From an optimization exercise on the open Yosys and OpenROAD flow, aimed at a short achievable clock period and few clock cycles per item; shortcuts taken in it are not production practice. Only simulation tests tie the RTL to the original design; equivalence was not proved. Power and IR drop assume default switching activity.

==> flow/design.v <==
package mipsPkg;
	typedef logic [31:0] dataT;      
	typedef logic [4:0]  regAddrT;   
	typedef logic [8:0]  memAddrT;   
	typedef logic [5:0]  opcodeT;
	typedef logic [5:0]  functT;
	typedef enum logic [1:0] {
		AluAdd,     
		AluFunct,   
		AluImm      
	} aluModeE;
	typedef enum logic [3:0] {
		Add,
		Sub,
		And,
		Or,
		Nor,
		Xor,
		Slt,
		Sltu,
		Sllv,
		Srlv,
		Srav,
		Lui
	} aluOpE;
	typedef enum logic [3:0] {
		Fetch,
		FetchWait,
		Decode,
		ExecR,
		ExecI,
		MemAddr,
		MemRead,
		MemWrite,
		WriteBack
	} stateE;
	localparam opcodeT OpRType = 6'h00;
	localparam opcodeT OpAddi  = 6'h08;
	localparam opcodeT OpAddiu = 6'h09;
	localparam opcodeT OpSlti  = 6'h0a;
	localparam opcodeT OpSltiu = 6'h0b;
	localparam opcodeT OpAndi  = 6'h0c;
	localparam opcodeT OpOri   = 6'h0d;
	localparam opcodeT OpXori  = 6'h0e;
	localparam opcodeT OpLui   = 6'h0f;
	localparam opcodeT OpLw    = 6'h23;
	localparam opcodeT OpSw    = 6'h2b;
	localparam functT FnSllv = 6'h04;
	localparam functT FnSrlv = 6'h06;
	localparam functT FnSrav = 6'h07;
	localparam functT FnAdd  = 6'h20;
	localparam functT FnAddu = 6'h21;
	localparam functT FnSub  = 6'h22;
	localparam functT FnSubu = 6'h23;
	localparam functT FnAnd  = 6'h24;
	localparam functT FnOr   = 6'h25;
	localparam functT FnXor  = 6'h26;
	localparam functT FnNor  = 6'h27;
	localparam functT FnSlt  = 6'h2a;
	localparam functT FnSltu = 6'h2b;
	localparam memAddrT ResetPc = 9'd0;   
	localparam memAddrT PcStep  = 9'd4;   
endpackage
module registerFile (
	input  logic             CLK,
	input  logic             reset,
	input  logic             regWrite,
	input  mipsPkg::regAddrT rdAddrA,
	input  mipsPkg::regAddrT rdAddrB,
	input  mipsPkg::regAddrT wrAddr,
	input  mipsPkg::dataT    wrData,
	output mipsPkg::dataT    rdDataA,
	output mipsPkg::dataT    rdDataB
);
	mipsPkg::dataT regs [32];
	always_ff @(posedge CLK) begin
		if (reset) begin
			for (int i = 0; i < $size(regs); i++) begin
				regs[i] <= '0;
			end
		end else if (regWrite && wrAddr != '0) begin
			regs[wrAddr] <= wrData;
		end
	end
	assign rdDataA = regs[rdAddrA];
	assign rdDataB = regs[rdAddrB];
endmodule
module alu (
	input  mipsPkg::aluModeE aluMode,
	input  mipsPkg::opcodeT  opcode,
	input  mipsPkg::functT   funct,
	input  mipsPkg::dataT    a,
	input  mipsPkg::dataT    b,
	output mipsPkg::dataT    result
);
	mipsPkg::aluOpE aluOp;
	logic [4:0] shamt;
	assign shamt = a[4:0];   
	always_comb begin
		aluOp = mipsPkg::Add;
		case (aluMode)
			mipsPkg::AluFunct: begin
				case (funct)
					mipsPkg::FnAdd, mipsPkg::FnAddu: aluOp = mipsPkg::Add;
					mipsPkg::FnSub, mipsPkg::FnSubu: aluOp = mipsPkg::Sub;
					mipsPkg::FnAnd:  aluOp = mipsPkg::And;
					mipsPkg::FnOr:   aluOp = mipsPkg::Or;
					mipsPkg::FnNor:  aluOp = mipsPkg::Nor;
					mipsPkg::FnXor:  aluOp = mipsPkg::Xor;
					mipsPkg::FnSlt:  aluOp = mipsPkg::Slt;
					mipsPkg::FnSltu: aluOp = mipsPkg::Sltu;
					mipsPkg::FnSllv: aluOp = mipsPkg::Sllv;
					mipsPkg::FnSrlv: aluOp = mipsPkg::Srlv;
					mipsPkg::FnSrav: aluOp = mipsPkg::Srav;
					default: aluOp = mipsPkg::Add;
				endcase
			end
			mipsPkg::AluImm: begin
				case (opcode)
					mipsPkg::OpAddi, mipsPkg::OpAddiu: aluOp = mipsPkg::Add;
					mipsPkg::OpSlti:  aluOp = mipsPkg::Slt;
					mipsPkg::OpSltiu: aluOp = mipsPkg::Sltu;   
					mipsPkg::OpAndi:  aluOp = mipsPkg::And;
					mipsPkg::OpOri:   aluOp = mipsPkg::Or;
					mipsPkg::OpXori:  aluOp = mipsPkg::Xor;
					mipsPkg::OpLui:   aluOp = mipsPkg::Lui;
					default: aluOp = mipsPkg::Add;
				endcase
			end
			default: aluOp = mipsPkg::Add;   
		endcase
	end
	always_comb begin
		case (aluOp)
			mipsPkg::Add:  result = a + b;
			mipsPkg::Sub:  result = a - b;
			mipsPkg::And:  result = a & b;
			mipsPkg::Or:   result = a | b;
			mipsPkg::Nor:  result = ~(a | b);
			mipsPkg::Xor:  result = a ^ b;
			mipsPkg::Slt:  result = {31'b0, $signed(a) < $signed(b)};
			mipsPkg::Sltu: result = {31'b0, a < b};
			mipsPkg::Sllv: result = b << shamt;
			mipsPkg::Srlv: result = b >> shamt;
			mipsPkg::Srav: result = $signed(b) >>> shamt;   
			mipsPkg::Lui:  result = {b[15:0], 16'b0};
			default: result = a + b;
		endcase
	end
endmodule
module controlUnit (
	input  logic              CLK,
	input  logic              reset,
	input  logic              memReady,
	input  mipsPkg::opcodeT   opcode,
	output logic              irLoad,
	output logic              pcLoad,
	output logic              marLoad,
	output logic              mdrLoad,
	output logic              abLoad,
	output logic              regWrite,
	output logic              memValid,
	output logic              memWrite,
	output logic              addrFromMar,
	output logic              useImm,
	output logic              dstRt,
	output logic              wbFromMem,
	output mipsPkg::aluModeE  aluMode,
	output logic              resultValid
);
	mipsPkg::stateE state;
	mipsPkg::stateE nextState;
	logic xferDone;
	assign xferDone = memValid && memReady;   
	always_ff @(posedge CLK) begin
		if (reset) begin
			state <= mipsPkg::Fetch;
			memValid <= 1'b0;
			memWrite <= 1'b0;
		end else begin
			state <= nextState;
			memValid <= nextState == mipsPkg::Fetch || nextState == mipsPkg::FetchWait ||
				nextState == mipsPkg::MemRead || nextState == mipsPkg::MemWrite;
			memWrite <= nextState == mipsPkg::MemWrite;
		end
	end
	always_comb begin
		nextState = state;
		case (state)
			mipsPkg::Fetch, mipsPkg::FetchWait:
				nextState = xferDone ? mipsPkg::Decode : mipsPkg::FetchWait;
			mipsPkg::Decode: begin
				case (opcode)
					mipsPkg::OpRType: nextState = mipsPkg::ExecR;
					mipsPkg::OpAddi, mipsPkg::OpAddiu, mipsPkg::OpSlti, mipsPkg::OpSltiu,
					mipsPkg::OpAndi, mipsPkg::OpOri, mipsPkg::OpXori, mipsPkg::OpLui:
						nextState = mipsPkg::ExecI;
					mipsPkg::OpLw, mipsPkg::OpSw: nextState = mipsPkg::MemAddr;
					default: nextState = mipsPkg::Fetch;   
				endcase
			end
			mipsPkg::ExecR, mipsPkg::ExecI: nextState = mipsPkg::WriteBack;
			mipsPkg::MemAddr:
				nextState = (opcode == mipsPkg::OpLw) ? mipsPkg::MemRead : mipsPkg::MemWrite;
			mipsPkg::MemRead: begin
				if (xferDone) begin
					nextState = mipsPkg::WriteBack;
				end
			end
			mipsPkg::MemWrite: begin
				if (xferDone) begin
					nextState = mipsPkg::Fetch;   
				end
			end
			mipsPkg::WriteBack: nextState = mipsPkg::Fetch;
			default: nextState = mipsPkg::Fetch;
		endcase
	end
	always_comb begin
		irLoad = 1'b0;
		pcLoad = 1'b0;
		marLoad = 1'b0;
		mdrLoad = 1'b0;
		abLoad = 1'b0;
		regWrite = 1'b0;
		addrFromMar = 1'b0;
		useImm = 1'b0;
		dstRt = 1'b0;
		wbFromMem = 1'b0;
		resultValid = 1'b0;
		aluMode = mipsPkg::AluAdd;
		case (state)
			mipsPkg::Fetch, mipsPkg::FetchWait: begin
				irLoad = xferDone;
				pcLoad = xferDone;
			end
			mipsPkg::Decode: abLoad = 1'b1;
			mipsPkg::ExecR: aluMode = mipsPkg::AluFunct;
			mipsPkg::ExecI: begin
				aluMode = mipsPkg::AluImm;
				useImm = 1'b1;
			end
			mipsPkg::MemAddr: begin
				useImm = 1'b1;   
				marLoad = 1'b1;
			end
			mipsPkg::MemRead: begin
				addrFromMar = 1'b1;
				mdrLoad = xferDone;
			end
			mipsPkg::MemWrite: addrFromMar = 1'b1;
			mipsPkg::WriteBack: begin
				regWrite = 1'b1;
				resultValid = 1'b1;
				dstRt = opcode != mipsPkg::OpRType;   
				wbFromMem = opcode == mipsPkg::OpLw;
			end
			default: ;
		endcase
	end
endmodule
module datapath (
	input  logic              CLK,
	input  logic              reset,
	input  logic              irLoad,
	input  logic              pcLoad,
	input  logic              marLoad,
	input  logic              mdrLoad,
	input  logic              abLoad,
	input  logic              regWrite,
	input  logic              memValid,
	input  logic              memWrite,
	input  logic              addrFromMar,
	input  logic              useImm,
	input  logic              dstRt,
	input  logic              wbFromMem,
	input  mipsPkg::aluModeE  aluMode,
	input  mipsPkg::dataT     memRData,
	output mipsPkg::opcodeT   opcode,
	output mipsPkg::memAddrT  memAddr,
	output mipsPkg::dataT     memWData,
	output mipsPkg::regAddrT  resultReg,
	output mipsPkg::dataT     resultData
);
	mipsPkg::memAddrT pc;
	mipsPkg::memAddrT mar;
	mipsPkg::dataT ir;
	mipsPkg::dataT mdr;
	mipsPkg::dataT aReg;
	mipsPkg::dataT bReg;
	mipsPkg::dataT aluOut;
	mipsPkg::dataT rdDataA;
	mipsPkg::dataT rdDataB;
	mipsPkg::dataT immExt;
	mipsPkg::dataT aluB;
	mipsPkg::dataT aluResult;
	mipsPkg::regAddrT rs;
	mipsPkg::regAddrT rt;
	mipsPkg::regAddrT rd;
	mipsPkg::functT funct;
	logic zeroExt;
	assign opcode = ir[31:26];
	assign rs = ir[25:21];
	assign rt = ir[20:16];
	assign rd = ir[15:11];
	assign funct = ir[5:0];
	always_ff @(posedge CLK) begin
		if (reset) begin
			pc <= mipsPkg::ResetPc;
		end else if (pcLoad) begin
			pc <= pc + mipsPkg::PcStep;
		end
	end
	always_ff @(posedge CLK) begin
		if (irLoad) begin
			ir <= memRData;
		end
		if (marLoad) begin
			mar <= {aluResult[8:2], 2'b00};   
		end
		if (mdrLoad) begin
			mdr <= memRData;
		end
		if (abLoad) begin
			aReg <= rdDataA;
			bReg <= rdDataB;
		end
		aluOut <= aluResult;   
	end
	assign zeroExt = opcode == mipsPkg::OpAndi || opcode == mipsPkg::OpOri ||
		opcode == mipsPkg::OpXori;
	assign immExt = zeroExt ? {16'b0, ir[15:0]} : {{16{ir[15]}}, ir[15:0]};
	assign aluB = useImm ? immExt : bReg;
	assign resultReg = dstRt ? rt : rd;
	assign resultData = wbFromMem ? mdr : aluOut;
	always_comb begin
		memAddr = '0;
		memWData = '0;
		if (memValid) begin
			memAddr = addrFromMar ? mar : pc;
			if (memWrite) begin
				memWData = bReg;   
			end
		end
	end
	registerFile u_regFile (
		.CLK(CLK),
		.reset(reset),
		.regWrite(regWrite),
		.rdAddrA(rs),
		.rdAddrB(rt),
		.wrAddr(resultReg),
		.wrData(resultData),
		.rdDataA(rdDataA),
		.rdDataB(rdDataB)
	);
	alu u_alu (
		.aluMode(aluMode),
		.opcode(opcode),
		.funct(funct),
		.a(aReg),
		.b(aluB),
		.result(aluResult)
	);
endmodule
module mipsProcessor (
	input  logic             CLK,
	input  logic             reset,
	input  logic             memReady,
	input  mipsPkg::dataT    memRData,
	output logic             memValid,
	output logic             memWrite,
	output mipsPkg::memAddrT memAddr,
	output mipsPkg::dataT    memWData,
	output logic             resultValid,
	output mipsPkg::regAddrT resultReg,
	output mipsPkg::dataT    resultData
);
	logic irLoad;
	logic pcLoad;
	logic marLoad;
	logic mdrLoad;
	logic abLoad;
	logic regWrite;
	logic addrFromMar;
	logic useImm;
	logic dstRt;
	logic wbFromMem;
	mipsPkg::aluModeE aluMode;
	mipsPkg::opcodeT opcode;
	controlUnit u_ctrl (
		.CLK(CLK), .reset(reset), .memReady(memReady), .opcode(opcode),
		.irLoad(irLoad), .pcLoad(pcLoad), .marLoad(marLoad), .mdrLoad(mdrLoad),
		.abLoad(abLoad), .regWrite(regWrite), .memValid(memValid), .memWrite(memWrite),
		.addrFromMar(addrFromMar), .useImm(useImm), .dstRt(dstRt), .wbFromMem(wbFromMem),
		.aluMode(aluMode), .resultValid(resultValid)
	);
	datapath u_dp (
		.CLK(CLK), .reset(reset), .irLoad(irLoad), .pcLoad(pcLoad), .marLoad(marLoad),
		.mdrLoad(mdrLoad), .abLoad(abLoad), .regWrite(regWrite), .memValid(memValid),
		.memWrite(memWrite), .addrFromMar(addrFromMar), .useImm(useImm), .dstRt(dstRt),
		.wbFromMem(wbFromMem), .aluMode(aluMode), .memRData(memRData), .opcode(opcode),
		.memAddr(memAddr), .memWData(memWData), .resultReg(resultReg), .resultData(resultData)
	);
endmodule
==> flow/run.sh <==
#!/bin/bash
# synth_recipe.tcl (not shown) runs the flow's synth.tcl, then flattens the netlist and writes it again
# the make line also repeats each setting of config.mk as NAME=value (left out here)
make -C /OpenROAD-flow-scripts/flow DESIGN_CONFIG=/design/flow/config.mk WORK_HOME=/design/flow/orfs CLKGATE_MAP_FILE= SYNTH_SCRIPT=/design/flow/synth_recipe.tcl finish
==> flow/config.mk <==
export PLATFORM = sky130hd
export DESIGN_NAME = mipsProcessor
export DESIGN_NICKNAME = mipsProcessor
export VERILOG_FILES = /design/flow/design.v
export SDC_FILE = /design/flow/constraint.sdc
export NUM_CORES = 4
export LEC_CHECK = 0
export CAP_MARGIN = 20
export CORE_MARGIN = 2
export CORE_UTILIZATION = 40
export SLEW_MARGIN = 20
==> flow/constraint.sdc <==
create_clock -name core_clock -period 10.0 [get_ports {CLK}]
set_input_delay 2.0000 -clock core_clock [delete_from_list [all_inputs] [get_ports {CLK}]]
set_output_delay 2.0000 -clock core_clock [all_outputs]
set_load 0.01 [all_outputs]
==> notes.md <==
==> where the power goes <==
group / switching [uW] / internal (uW) / total (uW)
combinational: 1690 / 954 / 2650
clock: 2200 / 2850 / 5040
sequential: 234 / 5800 / 6030
total: 4120 / 9600 / 13700
==> cell type report <==
type / instances / area, sq um
Sequential cell: 1212 / 35870
Clock buffer: 157 / 3460
Timing Repair Buffer: 280 / 2439
Tap cell: 2218 / 2775
Antenna cell: 2 / 5.005
Multi-Input combinational cell: 3308 / 30480
Inverter: 140 / 526.8
Clock inverter: 86 / 959.7
Fill cell: 15013 / 92780
==> worst min path at each step <==
stage                     depth (start not counted)               startpoint                 endpoint  slack [ns]
after detailed placement                          2  u_dp.pc[8]$_SDFFE_PP0P_  u_dp.pc[8]$_SDFFE_PP0P_        0.49
after CTS                                         2  u_dp.pc[8]$_SDFFE_PP0P_  u_dp.pc[8]$_SDFFE_PP0P_        0.50
final                                             2  u_dp.pc[8]$_SDFFE_PP0P_  u_dp.pc[8]$_SDFFE_PP0P_        0.50
after global routing                              2  u_dp.pc[7]$_SDFFE_PP0P_  u_dp.pc[7]$_SDFFE_PP0P_        0.54
after global placement                            2  u_dp.pc[8]$_SDFFE_PP0P_  u_dp.pc[8]$_SDFFE_PP0P_        0.47
after floorplan                                   2  u_dp.pc[8]$_SDFFE_PP0P_  u_dp.pc[8]$_SDFFE_PP0P_        0.46
==> tightest hold or removal path, cell delays in order (launching register included) <==
cell and delay, ns:
dfxtp_1 0.32, o21ai_0 0.08, a21oi_1 0.06
==> metal layers <==
metal  vias to the layer above  global-route usage
met1                     25433              0.4088
met3                       664             0.07824
met2                      3597              0.4711
met4                        10              0.1535
met5                         -                   0
li1                      19506                   -
==> cells in the final DEF (no fill, tap or decap), types with 24 or more instances in the layout <==
master / synthesis / layout
nor2_1: 1206 / 1205
and3_1: 43 / 43
clkbuf_16: 0 / 134
a21oi_1: 156 / 156
conb_1: 1 / 34
dfxtp_1: 53 / 52
mux4_2: 666 / 666
mux2i_1: 116 / 84
o21ai_0: 115 / 115
a221oi_1: 24 / 24
mux2i_4: 0 / 32
inv_1: 135 / 134
nand2_1: 174 / 145
a31oi_1: 24 / 24
mux2_2: 71 / 71
ha_1: 104 / 104
clkinv_1: 1 / 30
nand2_2: 1 / 30
nand2b_2: 0 / 31
edfxtp_1: 1159 / 1159
a211oi_1: 42 / 42
nor3_1: 49 / 45
clkdlybuf4s50_1: 0 / 112
xnor2_1: 25 / 25
nand3_1: 35 / 33
buf_4: 4 / 163
==> stage by stage <==
step / worst slack (ns) / power, uW
3_3_place_gp: 3.623 / 8696
3_5_place_dp: 3.503 / 8709
2_1_floorplan: 4.934 / 7610
5_1_grt: 2.378 / 14070
6_report: 2.596 / 13720
4_1_cts: 2.675 / 13690
==> cells in the mapped netlist (all sizes together) (6+ instances only) <==
cell     count
nor2      1209
edfxtp    1159
mux4       666
clkbuf     355
nand2      177
a21oi      160
inv        139
buf        135
mux2i      118
o21ai      118
ha         104
mux2        71
dfxtp       53
nor3        51
nand2b      45
and3        44
a211oi      43
nand3       35
a221oi      25
a31oi       25
xnor2       25
o22ai       22
a22oi       21
o211ai      21
a2111oi     20
nor2b       19
nor4        18
and2        17
or3         17
a21o        16
o21bai      15
o221ai      15
o31ai       12
nand4       10
o2111ai      9
a21boi       8
a221o        8
a32oi        7
a211o        6
a2bb2oi      6
o21a         6
o311ai       6
or2          6
xor2         6
==> kinds of logic (layout without fill, tap and decap cells) <==
| family | Yosys count | after routing | synth area share |
|---|---|---|---|
| DFF | 1212 | 1212 | 0.5264 |
| xor gates and xnor gates | 31 | 31 | 0.003985 |
| buffers and inverters | 630 | 663 | 0.03726 |
| other | 1 | 36 | 0.00005504 |
| muxes | 855 | 855 | 0.2493 |
| adders and majority gates | 106 | 106 | 0.01969 |
| and+or+nand+nor | 1677 | 1677 | 0.1037 |
| AOI/OAI and AO/OA | 605 | 605 | 0.05961 |
==> flip-flops by register name, indices dropped and copies added, names as in the netlist, named ones only <==
name	flops
u_ctrl.memValid	1
u_ctrl.memWrite	1
u_ctrl.state	4
u_dp.aReg	32
u_dp.aluOut	32
u_dp.bReg	32
u_dp.ir	32
u_dp.mar	7
u_dp.mdr	32
u_dp.pc	7
u_dp.u_regFile.regs	1024
==> impl_metrics.ini <==
[worst_setup_path]
r2r_end = u_dp.aluOut[0]$_DFF_P_
crit_chain = nor2_1, nand3b_1, nor3_2, buf_4, buf_4, mux2i_4, inv_1, clkdlybuf4s50_1
r2r_cells = 15
cp-start-kind = register
r2r-start = u_ctrl.state[2]$_SDFF_PP0_
cp-end-kind = output pin
crit_type = register to output pin
cp.depth = 8
worstPathArrival_ns = 5.40
rrSetupSlack_ns = 3.70
crit_path_start = u_ctrl.state[2]$_SDFF_PP0_
max_stage_delay_ns = 0.99
crit_fanout = 32
crit_buf_inv = 4
critical_path.top_delay_family = buffers and inverters
slowest_stage = mux2i_4
path_common_cell = buf_4
critical_path.endpoint = resultData[6]
cp.required_ns = 8.00

[die]
core_area_sq_um = 169300
rows = 151
fp.dieH_microns = 416.7
ios = 116
start_util = 0.4025
die_width_microns = 416.7
die_area_sq_um = 173700

[routing]
dr_wl_met3_microns = 33730
drtPass1Iterations = 6
drc_errors = 0
final_antenna_net_count = 0
wl_per_cell_microns = 36.47
viasPerCell = 6.647
vias = 49210
drtIter0Drc = 7864
wl_met1_microns = 98450
highest_layer = met5
drt_wl_total_microns = 270000
met2WireLength_microns = 122000

[grt]
grt_util_all_layers = 0.3079
grt_pass1_vias = 47307
antenna_found_initial = 23
grt_first_pass_wirelength_microns = 373900
grt_max_degree = 120
overflow = 0

[sta]
worst_pin_slew_ns = 1.116
fin_setup_tns_ns = 0
fmax_mhz = 135.1
rsz0062_at_grt = false
hold_violations = 0
finalCriticalPeriod_ns = 7.404
finClkSkew_ns = 0.07850
fin_hold_ws_ns = 0.5032
max_slew_margin = 0.2349
setup_viol = 0
final_max_slew_viol_count = 0
timing.final.crit_share = 0.7404

[synth]
ys_async_sr_fraction = 0
syn_inst = 5117
synth-seq-cells = 1212
syn_avg_cell_area_sq_um = 13.32
synthFlopType = edfxtp_1
yosysUniqueCellTypes = 103
ys_warn_count = 4
yosysTopAreaCell = edfxtp_1
seq_area_frac_synth = 0.5264
synth.area.top_cells = edfxtp_1, mux4_2, nor2_1
synth_area_sq_um = 68130
synth_top_area_frac = 0.5108
synth_edf_count = 1159

[clock_network]
clk_pin_slew_ns = 0.06
cts_buffers = 134
cts_root_buffer = clkbuf_16
hold_buffers = 0
post_cts.repair.setup_buffers = 0
htree_levels = 4
clkSinkCount = 1212
clock_latency_ns = 0.81
cts_tree = done
cts_resized = 0
clockBufferDepth = 3

[finish]
finish.utilization = 0.4520
nets = 5217
drive_gt1_frac = 0.2396
postLayoutCellArea_sq_um = 76510
final_cells = 7403
areaGrowthSynthToFinish_pct = 12.29

[placed_design]
detailed_place_hpwl_microns = 165700
dpl.cell_count = 7157
port_buffers = 113
place_area_sq_um = 72070
finalWeightedCongestion = 0.9967

[pwr]
p_leak_uw = 0.02743
ir_drop_mv = 0.2017
powerDensity_nw_per_um2 = 179.4

[flow_run]
maxCapViolations = 0

[hold_path]
hold_path_class = register to register

[status]
status = finished clean
Testbench counts, summed over its fixed seeds: cycles 29,601, instrs 6,144.

[port drivers added, routing unchanged]
No port has a modelled driver above. Below, the same layout with a new extraction and two added sets of constraints. Step 1: set_driving_cell puts a clkbuf_16 on CLK and a buf_2 on each other input, an assumption about the parent block. Step 2 also shifts input and output timing later by t, the mid clock arrival at the registers, as if the neighbouring blocks saw the same clock. Three values: ideal, step 1, step 2; two values: the first two.
t, ns: 0.843
setup slack, ns: 2.596 / 2.520 / 3.363
latest minus earliest clock arrival (ns): 0.078 / 0.079
After both steps setup and hold are still met in this run. For this run, drivers alone change the setup slack by -0.076 ns; drivers and shift together by +0.767 ns.
